Background: an optimization exercise with open tools, aiming at a short achievable clock period and few clock cycles per item. Do not read the settings as production practice. Only simulation tests tie the RTL to the original design; equivalence was not proved.

<file path="config.mk">
export PLATFORM = sky130hd
export DESIGN_NAME = yuv_rgb_top
export DESIGN_NICKNAME = yuv_rgb_top
export VERILOG_FILES = /design/flow/design.v
export SDC_FILE = /design/flow/constraint.sdc
export NUM_CORES = 4
export LEC_CHECK = 0
export CAP_MARGIN = 20
export CORE_MARGIN = 2
export CORE_UTILIZATION = 40
export SLEW_MARGIN = 20
</file>
<file path="run.sh">
#!/bin/bash
# synth_recipe.tcl (not shown) runs the flow's synth.tcl, then flattens the netlist and writes it again
# the make line also repeats each setting of config.mk as NAME=value (left out here)
make -C /OpenROAD-flow-scripts/flow DESIGN_CONFIG=/design/flow/config.mk WORK_HOME=/design/flow/orfs CLKGATE_MAP_FILE= SYNTH_SCRIPT=/design/flow/synth_recipe.tcl finish
</file>
<file path="constraint.sdc">
create_clock -name core_clock -period 12.0 [get_ports {Clock}]
set_input_delay 2.4000 -clock core_clock [delete_from_list [all_inputs] [get_ports {Clock}]]
set_output_delay 2.4000 -clock core_clock [all_outputs]
set_load 0.01 [all_outputs]
</file>
<file path="design.v">
package yuv_rgb_pkg;
	localparam int BYTE_W = 8;
	localparam int WORD_W = 16;
	localparam int PIXEL_W = 24;
	localparam int PAIRS_PER_ROW = 160;
	localparam int PAIR_IDX_W = $clog2(PAIRS_PER_ROW);
	localparam int IN_DEPTH = 4;
	localparam int IN_PTR_W = $clog2(IN_DEPTH);
	localparam int IN_CNT_W = $clog2(IN_DEPTH + 1);
	localparam int OUT_CREDIT_MAX = 8;
	localparam int OUT_CREDIT_W = $clog2(OUT_CREDIT_MAX + 1);
	localparam int FRAC_W = 16;
	localparam int COEF_Y = 76284;
	localparam int COEF_RV = 104595;
	localparam int COEF_GU = -25624;
	localparam int COEF_GV = -53281;
	localparam int COEF_BU = 132251;
	localparam int TAP_NEAR = 159;
	localparam int TAP_MID = -52;
	localparam int TAP_FAR = 21;
	localparam int Y_OFFSET = 16;
	localparam int C_OFFSET = 128;
	typedef union packed {
		struct packed {
			logic [BYTE_W-1:0] y_even;
			logic [BYTE_W-1:0] y_odd;
		} luma;
		struct packed {
			logic [BYTE_W-1:0] u;
			logic [BYTE_W-1:0] v;
		} chroma;
	} yuv_word_t;
endpackage
module input_fifo (
	input  logic                   Clock,
	input  logic                   resetn,
	input  logic                   in_valid,
	input  yuv_rgb_pkg::yuv_word_t in_word,
	output logic                   in_credit,
	input  logic                   fifo_pop,
	output logic                   fifo_valid,
	output yuv_rgb_pkg::yuv_word_t fifo_word
);
	logic [yuv_rgb_pkg::WORD_W-1:0] mem [0:yuv_rgb_pkg::IN_DEPTH-1];
	logic [yuv_rgb_pkg::IN_PTR_W-1:0] wr_ptr, rd_ptr;
	logic [yuv_rgb_pkg::IN_CNT_W-1:0] count;
	logic [yuv_rgb_pkg::IN_CNT_W-1:0] grant_left;  
	logic grant_started;
	assign fifo_valid = (count != '0);
	assign fifo_word = mem[rd_ptr];
	assign in_credit = fifo_pop | (grant_started & (grant_left != '0));
	always_ff @(posedge Clock) begin
		if (in_valid)
			mem[wr_ptr] <= in_word;  
	end
	always_ff @(posedge Clock or negedge resetn) begin
		if (!resetn) begin
			wr_ptr <= '0;
			rd_ptr <= '0;
			count <= '0;
			grant_left <= yuv_rgb_pkg::IN_CNT_W'(yuv_rgb_pkg::IN_DEPTH);
			grant_started <= 1'b0;
		end else begin
			grant_started <= 1'b1;
			if (grant_started && grant_left != '0 && !fifo_pop)
				grant_left <= grant_left - 1'b1;
			if (in_valid)
				wr_ptr <= (wr_ptr == yuv_rgb_pkg::IN_PTR_W'(yuv_rgb_pkg::IN_DEPTH - 1)) ? '0 : wr_ptr + 1'b1;
			if (fifo_pop)
				rd_ptr <= (rd_ptr == yuv_rgb_pkg::IN_PTR_W'(yuv_rgb_pkg::IN_DEPTH - 1)) ? '0 : rd_ptr + 1'b1;
			case ({in_valid, fifo_pop})
				2'b10: count <= count + 1'b1;
				2'b01: count <= count - 1'b1;
				default: count <= count;
			endcase
		end
	end
endmodule
module conv_ctrl (
	input  logic Clock,
	input  logic resetn,
	input  logic fifo_valid,
	output logic fifo_pop,
	input  logic out_credit,
	output logic luma_load,
	output logic chroma_step,
	output logic row_first,
	output logic flush,
	output logic pair_step
);
	logic expect_chroma;  
	logic [yuv_rgb_pkg::PAIR_IDX_W-1:0] pair_idx;
	logic [1:0] steps_done;  
	logic [1:0] flush_left;
	logic [1:0] cool;  
	logic [yuv_rgb_pkg::OUT_CREDIT_W-1:0] credits;
	logic in_flush;
	logic can_pair;
	logic chroma_pop;
	logic last_pair;
	logic take;
	assign in_flush = (flush_left != 2'd0);
	assign can_pair = (credits >= yuv_rgb_pkg::OUT_CREDIT_W'(2)) && (cool == 2'd0);
	assign last_pair = (pair_idx == yuv_rgb_pkg::PAIR_IDX_W'(yuv_rgb_pkg::PAIRS_PER_ROW - 1));
	always_comb begin
		fifo_pop = 1'b0;
		if (!in_flush && fifo_valid) begin
			if (!expect_chroma)
				fifo_pop = 1'b1;
			else if (steps_done != 2'd3 || can_pair)
				fifo_pop = 1'b1;  
		end
	end
	assign luma_load = fifo_pop & ~expect_chroma;
	assign chroma_pop = fifo_pop & expect_chroma;
	assign flush = in_flush & can_pair;
	assign chroma_step = chroma_pop | flush;
	assign row_first = chroma_pop & (pair_idx == '0);
	assign take = (chroma_pop && steps_done == 2'd3) || flush;
	always_ff @(posedge Clock or negedge resetn) begin
		if (!resetn) begin
			expect_chroma <= 1'b0;
			pair_idx <= '0;
			steps_done <= 2'd0;
			flush_left <= 2'd0;
			cool <= 2'd0;
			credits <= '0;
			pair_step <= 1'b0;
		end else begin
			pair_step <= take;
			if (fifo_pop)
				expect_chroma <= ~expect_chroma;
			if (chroma_pop) begin
				if (last_pair) begin
					pair_idx <= '0;
					steps_done <= 2'd0;
					flush_left <= 2'd3;  
				end else begin
					pair_idx <= pair_idx + 1'b1;
					if (steps_done != 2'd3)
						steps_done <= steps_done + 1'b1;
				end
			end
			if (flush)
				flush_left <= flush_left - 1'b1;
			if (take)
				cool <= 2'd2;
			else if (cool != 2'd0)
				cool <= cool - 1'b1;
			credits <= credits + yuv_rgb_pkg::OUT_CREDIT_W'(out_credit)
				- (take ? yuv_rgb_pkg::OUT_CREDIT_W'(2) : yuv_rgb_pkg::OUT_CREDIT_W'(0));
		end
	end
endmodule
module pair_window (
	input  logic                                  Clock,
	input  logic                                  resetn,
	input  yuv_rgb_pkg::yuv_word_t                fifo_word,
	input  logic                                  luma_load,
	input  logic                                  chroma_step,
	input  logic                                  row_first,
	input  logic                                  flush,
	output logic [5:0][yuv_rgb_pkg::BYTE_W-1:0]   u_taps,
	output logic [5:0][yuv_rgb_pkg::BYTE_W-1:0]   v_taps,
	output logic [yuv_rgb_pkg::WORD_W-1:0]        y_pair
);
	logic [5:0][yuv_rgb_pkg::BYTE_W-1:0] u_win, v_win;
	logic [3:0][yuv_rgb_pkg::WORD_W-1:0] y_dly;
	logic [yuv_rgb_pkg::WORD_W-1:0] luma_hold;
	function automatic logic [6*yuv_rgb_pkg::BYTE_W-1:0] next_window(
		input logic [6*yuv_rgb_pkg::BYTE_W-1:0] win,
		input logic [yuv_rgb_pkg::BYTE_W-1:0] sample,
		input logic fill,
		input logic rep
	);
		logic [yuv_rgb_pkg::BYTE_W-1:0] newest;
		newest = rep ? win[yuv_rgb_pkg::BYTE_W-1:0] : sample;
		if (fill)
			next_window = {6{sample}};
		else
			next_window = {win[5*yuv_rgb_pkg::BYTE_W-1:0], newest};
	endfunction
	always_ff @(posedge Clock or negedge resetn) begin
		if (!resetn) begin
			u_win <= '0;
			v_win <= '0;
			y_dly <= '0;
			luma_hold <= '0;
		end else begin
			if (luma_load)
				luma_hold <= {fifo_word.luma.y_even, fifo_word.luma.y_odd};
			if (chroma_step) begin
				u_win <= next_window(u_win, fifo_word.chroma.u, row_first, flush);
				v_win <= next_window(v_win, fifo_word.chroma.v, row_first, flush);
				y_dly <= {y_dly[2:0], luma_hold};  
			end
		end
	end
	assign u_taps = u_win;
	assign v_taps = v_win;
	assign y_pair = y_dly[3];  
endmodule
module chroma_fir (
	input  logic                                Clock,
	input  logic                                resetn,
	input  logic [5:0][yuv_rgb_pkg::BYTE_W-1:0] u_taps,
	input  logic [5:0][yuv_rgb_pkg::BYTE_W-1:0] v_taps,
	input  logic [yuv_rgb_pkg::WORD_W-1:0]      y_pair,
	input  logic                                pair_step,
	output logic [yuv_rgb_pkg::BYTE_W-1:0]      u_even,
	output logic [yuv_rgb_pkg::BYTE_W-1:0]      v_even,
	output logic [yuv_rgb_pkg::BYTE_W-1:0]      u_odd,
	output logic [yuv_rgb_pkg::BYTE_W-1:0]      v_odd,
	output logic [yuv_rgb_pkg::BYTE_W-1:0]      y_even,
	output logic [yuv_rgb_pkg::BYTE_W-1:0]      y_odd,
	output logic                                pair_valid
);
	function automatic logic [yuv_rgb_pkg::BYTE_W-1:0] interp(input logic [5:0][yuv_rgb_pkg::BYTE_W-1:0] t);
		int acc;
		acc = yuv_rgb_pkg::TAP_FAR * (int'(t[5]) + int'(t[0]))
			+ yuv_rgb_pkg::TAP_MID * (int'(t[4]) + int'(t[1]))
			+ yuv_rgb_pkg::TAP_NEAR * (int'(t[3]) + int'(t[2]));
		acc = (acc + 128) >>> 8;  
		if (acc < 0)
			interp = '0;
		else if (acc > 255)
			interp = '1;
		else
			interp = acc[yuv_rgb_pkg::BYTE_W-1:0];
	endfunction
	always_ff @(posedge Clock or negedge resetn) begin
		if (!resetn)
			pair_valid <= 1'b0;
		else
			pair_valid <= pair_step;
	end
	always_ff @(posedge Clock) begin
		if (pair_step) begin
			u_odd <= interp(u_taps);
			v_odd <= interp(v_taps);
			u_even <= u_taps[3];
			v_even <= v_taps[3];
			y_even <= y_pair[yuv_rgb_pkg::WORD_W-1:yuv_rgb_pkg::BYTE_W];
			y_odd <= y_pair[yuv_rgb_pkg::BYTE_W-1:0];
		end
	end
endmodule
module color_matrix (
	input  logic                             Clock,
	input  logic                             resetn,
	input  logic [yuv_rgb_pkg::BYTE_W-1:0]   u_even,
	input  logic [yuv_rgb_pkg::BYTE_W-1:0]   v_even,
	input  logic [yuv_rgb_pkg::BYTE_W-1:0]   u_odd,
	input  logic [yuv_rgb_pkg::BYTE_W-1:0]   v_odd,
	input  logic [yuv_rgb_pkg::BYTE_W-1:0]   y_even,
	input  logic [yuv_rgb_pkg::BYTE_W-1:0]   y_odd,
	input  logic                             pair_valid,
	output logic                             out_valid,
	output logic [yuv_rgb_pkg::PIXEL_W-1:0]  out_pixel
);
	logic odd_phase;  
	logic [yuv_rgb_pkg::BYTE_W-1:0] sel_y, sel_u, sel_v;
	logic signed [31:0] y_term, u_term, v_term;
	logic signed [31:0] r_sum, g_sum, b_sum;
	function automatic logic [yuv_rgb_pkg::BYTE_W-1:0] clip(input logic signed [31:0] s);
		if (s < 0)
			clip = '0;
		else if (|s[30:yuv_rgb_pkg::FRAC_W+yuv_rgb_pkg::BYTE_W])
			clip = '1;
		else
			clip = s[yuv_rgb_pkg::FRAC_W +: yuv_rgb_pkg::BYTE_W];
	endfunction
	always_comb begin
		sel_y = pair_valid ? y_even : y_odd;
		sel_u = pair_valid ? u_even : u_odd;
		sel_v = pair_valid ? v_even : v_odd;
		y_term = yuv_rgb_pkg::COEF_Y * (int'(sel_y) - yuv_rgb_pkg::Y_OFFSET);
		u_term = int'(sel_u) - yuv_rgb_pkg::C_OFFSET;
		v_term = int'(sel_v) - yuv_rgb_pkg::C_OFFSET;
		r_sum = y_term + yuv_rgb_pkg::COEF_RV * v_term;
		g_sum = y_term + yuv_rgb_pkg::COEF_GU * u_term + yuv_rgb_pkg::COEF_GV * v_term;
		b_sum = y_term + yuv_rgb_pkg::COEF_BU * u_term;
	end
	always_ff @(posedge Clock or negedge resetn) begin
		if (!resetn) begin
			odd_phase <= 1'b0;
			out_valid <= 1'b0;
		end else begin
			odd_phase <= pair_valid;
			out_valid <= pair_valid | odd_phase;
		end
	end
	always_ff @(posedge Clock) begin
		if (pair_valid || odd_phase)
			out_pixel <= {clip(r_sum), clip(g_sum), clip(b_sum)};  
	end
endmodule
module yuv_rgb_top (
	input  logic                            Clock,
	input  logic                            resetn,
	input  logic                            in_valid,
	input  yuv_rgb_pkg::yuv_word_t          in_word,
	output logic                            in_credit,
	output logic                            out_valid,
	output logic [yuv_rgb_pkg::PIXEL_W-1:0] out_pixel,
	input  logic                            out_credit
);
	yuv_rgb_pkg::yuv_word_t fifo_word;
	logic fifo_valid;
	logic fifo_pop;
	logic luma_load, chroma_step, row_first, flush, pair_step;
	logic [5:0][yuv_rgb_pkg::BYTE_W-1:0] u_taps, v_taps;
	logic [yuv_rgb_pkg::WORD_W-1:0] y_pair;
	logic [yuv_rgb_pkg::BYTE_W-1:0] u_even, v_even, u_odd, v_odd, y_even, y_odd;
	logic pair_valid;
	input_fifo u_input_fifo (
		.Clock      (Clock),
		.resetn     (resetn),
		.in_valid   (in_valid),
		.in_word    (in_word),
		.in_credit  (in_credit),
		.fifo_pop   (fifo_pop),
		.fifo_valid (fifo_valid),
		.fifo_word  (fifo_word)
	);
	conv_ctrl u_conv_ctrl (
		.Clock       (Clock),
		.resetn      (resetn),
		.fifo_valid  (fifo_valid),
		.fifo_pop    (fifo_pop),
		.out_credit  (out_credit),
		.luma_load   (luma_load),
		.chroma_step (chroma_step),
		.row_first   (row_first),
		.flush       (flush),
		.pair_step   (pair_step)
	);
	pair_window u_pair_window (
		.Clock       (Clock),
		.resetn      (resetn),
		.fifo_word   (fifo_word),
		.luma_load   (luma_load),
		.chroma_step (chroma_step),
		.row_first   (row_first),
		.flush       (flush),
		.u_taps      (u_taps),
		.v_taps      (v_taps),
		.y_pair      (y_pair)
	);
	chroma_fir u_chroma_fir (
		.Clock      (Clock),
		.resetn     (resetn),
		.u_taps     (u_taps),
		.v_taps     (v_taps),
		.y_pair     (y_pair),
		.pair_step  (pair_step),
		.u_even     (u_even),
		.v_even     (v_even),
		.u_odd      (u_odd),
		.v_odd      (v_odd),
		.y_even     (y_even),
		.y_odd      (y_odd),
		.pair_valid (pair_valid)
	);
	color_matrix u_color_matrix (
		.Clock      (Clock),
		.resetn     (resetn),
		.u_even     (u_even),
		.v_even     (v_even),
		.u_odd      (u_odd),
		.v_odd      (v_odd),
		.y_even     (y_even),
		.y_odd      (y_odd),
		.pair_valid (pair_valid),
		.out_valid  (out_valid),
		.out_pixel  (out_pixel)
	);
endmodule
</file>
==> summary.txt <==
layer usage:
| layer | part of all wire, % | track usage (%) | up-vias | wire length, um |
|---|---|---|---|---|
| met5 | 0 | 0 | - | 0 |
| met4 | 1.8 | 3.36 | 0 | 1560 |
| met3 | 3.4 | 2.17 | 101 | 2930 |
| met2 | 48 | 30.2 | 334 | 42200 |
| met1 | 47 | 23.7 | 12773 | 40800 |
| li1 | - | - | 12805 | - |
layout make-up:
| type | instances | share of cell area (%) |
|---|---|---|
| multi-input combinational | 2594 | 62.8 |
| timing repair buffer | 68 | 1.43 |
| sequential | 346 | 21.2 |
| clock inverter | 21 | 0.591 |
| tap | 1357 | 3.86 |
| inverter | 885 | 7.54 |
| clock buffer | 51 | 2.53 |
per-stage QoR:
stage | setup slack [ns] | hold slack [ns] | std cells
5_1_grt | 0.0396 | 0.453 | 5322
3_3_place_gp | 0.671 | 0.428 | 5250
3_5_place_dp | 0.577 | 0.431 | 5250
6_report | 0.740 | 0.443 | 5322
2_1_floorplan | 1.29 | 0.374 | 3876
4_1_cts | 0.554 | 0.447 | 5322
cells by family after synthesis:
logic type	Yosys count
compound gates	610
flops	346
other cells	1
mux	125
fa+ha+maj	1172
buf+inv	936
simple gates	519
xor+xnor	167
path summary, 6_finish.rpt:
kind	from	endpoint	depth (start not counted)
max in group asynchronous	resetn	u_pair_window.y_dly[28]	3
min reg2reg	u_pair_window.y_dly[56]	u_chroma_fir.y_even[0]	0
max reg2reg	u_chroma_fir.pair_valid	u_color_matrix.out_pixel[9]	38
min	u_pair_window.y_dly[56]	u_chroma_fir.y_even[0]	0
max	u_chroma_fir.pair_valid	u_color_matrix.out_pixel[9]	38
min in group asynchronous	resetn	u_conv_ctrl.credits[1]	1
critical path, delay by kind of cell (launching register included):
family                     cells  cell delay (ns)
xor gates and xnor gates       1             0.26
adders and majority gates     12             4.94
DFF                            1             0.47
and+or+nand+nor                8             1.67
buffers and inverters          7             0.79
AOI/OAI and AO/OA             10             2.82
synth_stat cells, drive strengths merged, types with 5 or more instances:
cell type,number
o2111ai,6
ha,683
dfrtp,209
a211oi,7
xnor2,118
a22oi,7
o31a,12
nand4,13
a2111oi,5
mux2,90
clkbuf,43
nor2b,14
edfxtp,136
nand2b,19
a21o,56
a21oi,227
nor2,108
and2,27
mux4,16
nor3,35
nand2,208
o31ai,7
o21a,38
a31oi,12
o21ai,148
o211ai,12
buf,8
inv,885
o21bai,33
xor2,48
and3,13
or3,12
nand3,32
fa,489
nand3b,5
mux2i,19
or2,15
nor4,6
flip-flops by register name, indices dropped and copies added (netlist names), 3 cells and up:
signal and cells:
u_chroma_fir.u_odd 8, u_input_fifo.mem 64, u_chroma_fir.y_odd 8, u_chroma_fir.u_even 8, u_pair_window.u_win 48, u_input_fifo.grant_left 3, u_pair_window.y_dly 64, u_conv_ctrl.pair_idx 8
u_chroma_fir.v_odd 8, u_input_fifo.count 3, u_conv_ctrl.credits 4, u_color_matrix.out_pixel 24, u_chroma_fir.y_even 8, u_chroma_fir.v_even 8, u_pair_window.luma_hold 16, u_pair_window.v_win 48
==> key figures <==
Synthesis
  • Compound-Gate Fraction of Synth Area: 9.38%
  • Async set or reset register ratio after synthesis: 60.7%
  • Yosys reg bits: 346
  • Yosys cell types: 88
  • Post-synthesis mux area share: 3.90%
  • EDFF count, synth: 136
  • Syn avg cell area: about 10 um2
  • Ys Warns: 5
  • Main synth FF type: dfrtp_1
  • Synthesized netlist cell count: about 3.9k
  • Synth Area in Adders: 45.3%
  • Syn_nets: 5068
  • Top cell type's share of synthesized area: 24.2%
  • Main combinational cell family by area after synthesis: adder cells
  • Synth Area in Simple Gates: about 6%
  • Top cell type by total area after synthesis: fa_1
  • Synthesized area: 40500 um2
  • Post-Synth XOR/XNOR Area: 3.68%
  • Register area share after synthesis: 23.1%
  • Synth area leaders: fa_1, ha_1, dfrtp_1, edfxtp_1, inv_1

Place
  • Placed cell areas: 42700 um2
  • GP Congestion: 0.931
  • Dpl hpwl: ~74000 um
  • PortBufs: 45

Layout
  • # nets final: between 5k and 6k
  • Final Core Density: 43.9%
  • FILL cells: 9598
  • FF/Latch Area: 9340 um2
  • Commonest non-fill, non-tap cells in the layout: inv_1, ha_1, fa_1
  • Layout area overhead: 8.72%
  • Most common cell after layout, fill and taps aside: inv_1
  • ANT cells: 0
  • Multi-input logic area: 27700 um2
  • Layout cells sized above 1: 6.23%
  • Finished Cell Area: 44000 um2

Floorplan
  • IO Count: 46
  • Starting Density: 40.4%
  • Die footprint: 104000 um2
  • Cell Rows: ~120
  • Die Width: 322 um
  • Die height: between 300 and 400 um
  • Core Region: 100000 um2

Clock tree
  • Root buf cell: clkbuf_16
  • Clk sinks: between 300 and 400
  • Hold-fix buffers, CTS: 0
  • Clock latency (worst-skew pair): 0.59 ns
  • Cts repair resizes: 0
  • Num CTS Buffers: 39
  • Post-CTS setup buffers: 0
  • Clk pin slew, worst setup/hold paths: ~0.060 ns
  • Max H-tree Level: 2
  • TritonCTS clock tree: yes
  • Bufs on Longest Clock Path: 3

STA
  • Slew @ Worst Pin: about 0.98 ns
  • Total Negative Setup Slacks: 0 ns
  • Fin crit period: between 10 and 15 ns
  • Period utilisation layout: 93.8%
  • Fmax: 88.8 MHz
  • Max Slew Vio Count: 0
  • Final Hold Violating Endpoints: 0
  • RSZ-0062 raised after global routing: false
  • Final count of negative-setup-slack endpoints: 0
  • Max_slew headroom: 34.4%
  • Worst Clk Skew: about 0.018 ns

Run status
  • Status: complete, no violations

Worst hold path
  • Worst Hold Class: flop to flop

Global routing
  • Largest net degree at the start of global routing: 104
  • Number of global-route vias before repair: between 20k and 30k
  • First-pass GRT wire length: between 100000 and 150000 um
  • Overflow after GRT: 0
  • Initial antenna violation count: 0
  • GRT Total Usage: 17.5%

Worst setup path
  • Setup CP Type: flop to flop
  • R2R setup slack: 0.74 ns
  • CP max-delay cell: fa_1
  • Setup crit end kind: flop
  • Req. time, crit path: about 12 ns
  • Crit path top cell by count: fa_1
  • Setup crit start kind: flop
  • Critical Path Max Stage Delay: between 0.5 and 0.6 ns
  • Worst path arrival time: roughly 12 ns
  • CP Max Fanout: 10

Detailed routing
  • Final antenna-violating net count: 0
  • Routed WL per cell: 16.5 um
  • DR pass1 iterations: 5
  • Vias: 26.0k
  • DRC: 0
  • DRT iter0 DRCs: ~1.1k
  • Routed WL: 87600 um
  • Routed vias/inst: 4.89

Flow run
  • MaxCap Viol Count: 0
Testbench counts, summed over its fixed seeds: cycles 31,080, items 20,480.

-- separate check: timing with driven ports --
Ports are ideal in the flow. The routed layout listed here was re-timed in OpenROAD. Step 1, drivers: a clkbuf_16 drives Clock and a buf_2 each remaining input, both assumed. Step 2 times the ports against the registers' clock, not the clock port: input delays grow and output delays shrink by t, the midpoint of the rising clock arrivals with the driver on. Three values: no drivers, after step 1, after step 2; two values: the first two.
t (ns): 0.645
slack for setup (ns): 0.740 / 0.740 / 0.740
hold WS [ns]: 0.443 / 0.443 / 0.443
clock arrival spread, ns: 0.022 / 0.022
After both steps this run still meets setup and hold. The setup slack of this run moves by 0.000 ns with the drivers and by 0.000 ns with both steps.
